This design comes from an exercise in tuning for small area and a short achievable clock period on the open sky130 flow, not from production work.
RTL that was checked went through simulation tests only; none was proved equivalent to the original.
Power and IR drop assume default switching activity.

==> module axi_stream_buf, before the edit <==
module axi_stream_buf (
  input  logic               aclk,
  input  logic               rst_n,
  input  logic [DATA_W-1:0]  s_axi_stream_tdata,
  input  logic [STRB_W-1:0]  s_axi_stream_tstrb,
  input  logic               s_axi_stream_tlast,
  input  logic               s_axi_stream_tvalid,
  output logic               s_axi_stream_tready,
  input  logic               pop,                  
  output logic [36:0]        head,                 
  output logic               head_last_nx,         
  output logic               nempty_nx,            
  output logic [LEVEL_W-1:0] level
);
  localparam int TAIL = BUF_DEPTH - 1;
  logic [36:0]        tail_q [0:TAIL-1];
  logic [TAIL-1:0]    wr_oh_q;
  logic [TAIL-1:0]    rd_oh_q;
  logic [LEVEL_W-1:0] level_q;
  logic               nfull_q;                    
  logic               full_q;
  logic [36:0]        head_q;
  logic [36:0]        head_nx;
  logic [36:0]        din;
  logic [36:0]        tail_rd;
  logic               push;
  logic               lvl0;
  logic               lvl1;
  logic [LEVEL_W-1:0] level_nx;
  assign din  = {s_axi_stream_tdata, s_axi_stream_tstrb, s_axi_stream_tlast};
  assign lvl0 = (level_q == LEVEL_W'(0));
  assign lvl1 = (level_q == LEVEL_W'(1));
  assign push = s_axi_stream_tvalid && !full_q;
  assign s_axi_stream_tready = nfull_q;
  assign level               = level_q;
  assign head                = head_q;
  assign head_last_nx        = head_nx[0];
  always_comb begin
    tail_rd = '0;
    for (int i = 0; i < TAIL; i++) begin
      tail_rd = tail_rd | ({37{rd_oh_q[i]}} & tail_q[i]);
    end
  end
  always_comb begin
    head_nx = head_q;
    if (lvl0 || pop) begin
      head_nx = (lvl0 || lvl1) ? din : tail_rd;
    end
  end
  always_comb begin
    level_nx = level_q;
    case ({push, pop})
      2'b10:   level_nx = level_q + 1'b1;
      2'b01:   level_nx = level_q - 1'b1;
      default: level_nx = level_q;
    endcase
  end
  assign nempty_nx = (level_nx != '0);
  always_ff @(posedge aclk) begin
    head_q <= head_nx;
    for (int i = 0; i < TAIL; i++) begin
      if (!full_q && wr_oh_q[i]) tail_q[i] <= din;
    end
  end
  always_ff @(posedge aclk or negedge rst_n) begin
    if (!rst_n) begin
      wr_oh_q <= TAIL'(1);
      rd_oh_q <= TAIL'(1);
      level_q <= '0;
      nfull_q <= 1'b1;
      full_q  <= 1'b0;
    end else begin
      if (push && !(lvl0 || (lvl1 && pop))) begin
        wr_oh_q <= {wr_oh_q[TAIL-2:0], wr_oh_q[TAIL-1]};
      end
      if (pop && !(lvl0 || lvl1)) begin
        rd_oh_q <= {rd_oh_q[TAIL-2:0], rd_oh_q[TAIL-1]};
      end
      level_q <= level_nx;
      nfull_q <= (level_nx != LEVEL_W'(BUF_DEPTH));
      full_q  <= (level_nx == LEVEL_W'(BUF_DEPTH));
    end
  end
endmodule
clock: 4.2 ns
lec_check: 0
cap_margin: 20
core_margin: 2
core_utilization: 55
cts_cluster_diameter: 100
cts_cluster_size: 20
setup_slack_margin: 2.1
slew_margin: 20
standard.sh (not shown) runs the stock make flow with config.mk's settings and CLKGATE_MAP_FILE= SYNTH_SCRIPT=/design/flow/synth_recipe.tcl, a recipe that flattens the netlist after the stock synthesis.
==> flow/flow/run.sh <==
#!/bin/bash
# Standard layout, with the port buffers made from plain buffers
export BUFFER_PORTS_ARGS="-buffer_cell sky130_fd_sc_hd__buf_2"
bash standard.sh > standard_run.log 2>&1
Edit:
--- a/flow/design.v
+++ b/flow/design.v
@@ -202,6 +202,8 @@
   logic [36:0]        tail_q [0:TAIL-1];
   logic [TAIL-1:0]    wr_oh_q;
   logic [TAIL-1:0]    rd_oh_q;
+  logic [TAIL-1:0]    wr_oh_nx;
+  logic [TAIL-1:0]    tail_we_q;                    
   logic [LEVEL_W-1:0] level_q;
   logic               nfull_q;                    
   logic               full_q;
@@ -242,23 +244,25 @@
     endcase
   end
   assign nempty_nx = (level_nx != '0);
+  assign wr_oh_nx = (push && !(lvl0 || (lvl1 && pop))) ? {wr_oh_q[TAIL-2:0], wr_oh_q[TAIL-1]}
+                                                       : wr_oh_q;
   always_ff @(posedge aclk) begin
     head_q <= head_nx;
     for (int i = 0; i < TAIL; i++) begin
-      if (!full_q && wr_oh_q[i]) tail_q[i] <= din;
+      if (tail_we_q[i]) tail_q[i] <= din;
     end
   end
   always_ff @(posedge aclk or negedge rst_n) begin
     if (!rst_n) begin
       wr_oh_q <= TAIL'(1);
+      tail_we_q <= TAIL'(1);
       rd_oh_q <= TAIL'(1);
       level_q <= '0;
       nfull_q <= 1'b1;
       full_q  <= 1'b0;
     end else begin
-      if (push && !(lvl0 || (lvl1 && pop))) begin
-        wr_oh_q <= {wr_oh_q[TAIL-2:0], wr_oh_q[TAIL-1]};
-      end
+      wr_oh_q   <= wr_oh_nx;
+      tail_we_q <= (level_nx == LEVEL_W'(BUF_DEPTH)) ? '0 : wr_oh_nx;
       if (pop && !(lvl0 || lvl1)) begin
         rd_oh_q <= {rd_oh_q[TAIL-2:0], rd_oh_q[TAIL-1]};
       end
Effect: Non-clock buffer count grows by 12; power grows by 1.0%; sequential share of layout area shrinks by 0.22 points; global-route usage shrinks by 0.42 points; cell area grows by 0.94%; count of clock-buffer cells in the layout grows by 2; sequential power stays flat; setup slack barely changes; clock power grows by about 2%; maximum frequency stays flat; via count grows by 0.90%; wire length shrinks by 0.80%; synthesized area grows by 0.77%; die area grows by 0.76%.
For the second run of this note, only the layout was checked, not whether the RTL still works.

[what the ideal ports hide]
No port has a modelled driver above. Below, the same layouts with a new extraction and two added sets of constraints. Step 1 assumes that a clkbuf_16 drives the clock port and a buf_2 every other input. Step 2 adds t to the input delays and takes it off the output delays; t is the mean of the earliest and latest rising clock arrival at the registers after step 1. Input paths then give back, and output paths get back, about the clock's delay inside the block. a / b / c = ideal / step 1 / step 2; a / b = the first two.
run	t (ns)	slack for setup (ns)	worst register clock-pin slew, ns
the first run	0.703	1.975 / 1.975 / 1.363	0.10 / 0.10
the second run	0.707	1.976 / 1.919 / 1.315	0.09 / 0.09
After both steps setup and hold are still met in every run listed. For the second run, which loses most, drivers alone change the setup slack by -0.057 ns; drivers and shift together by -0.661 ns.
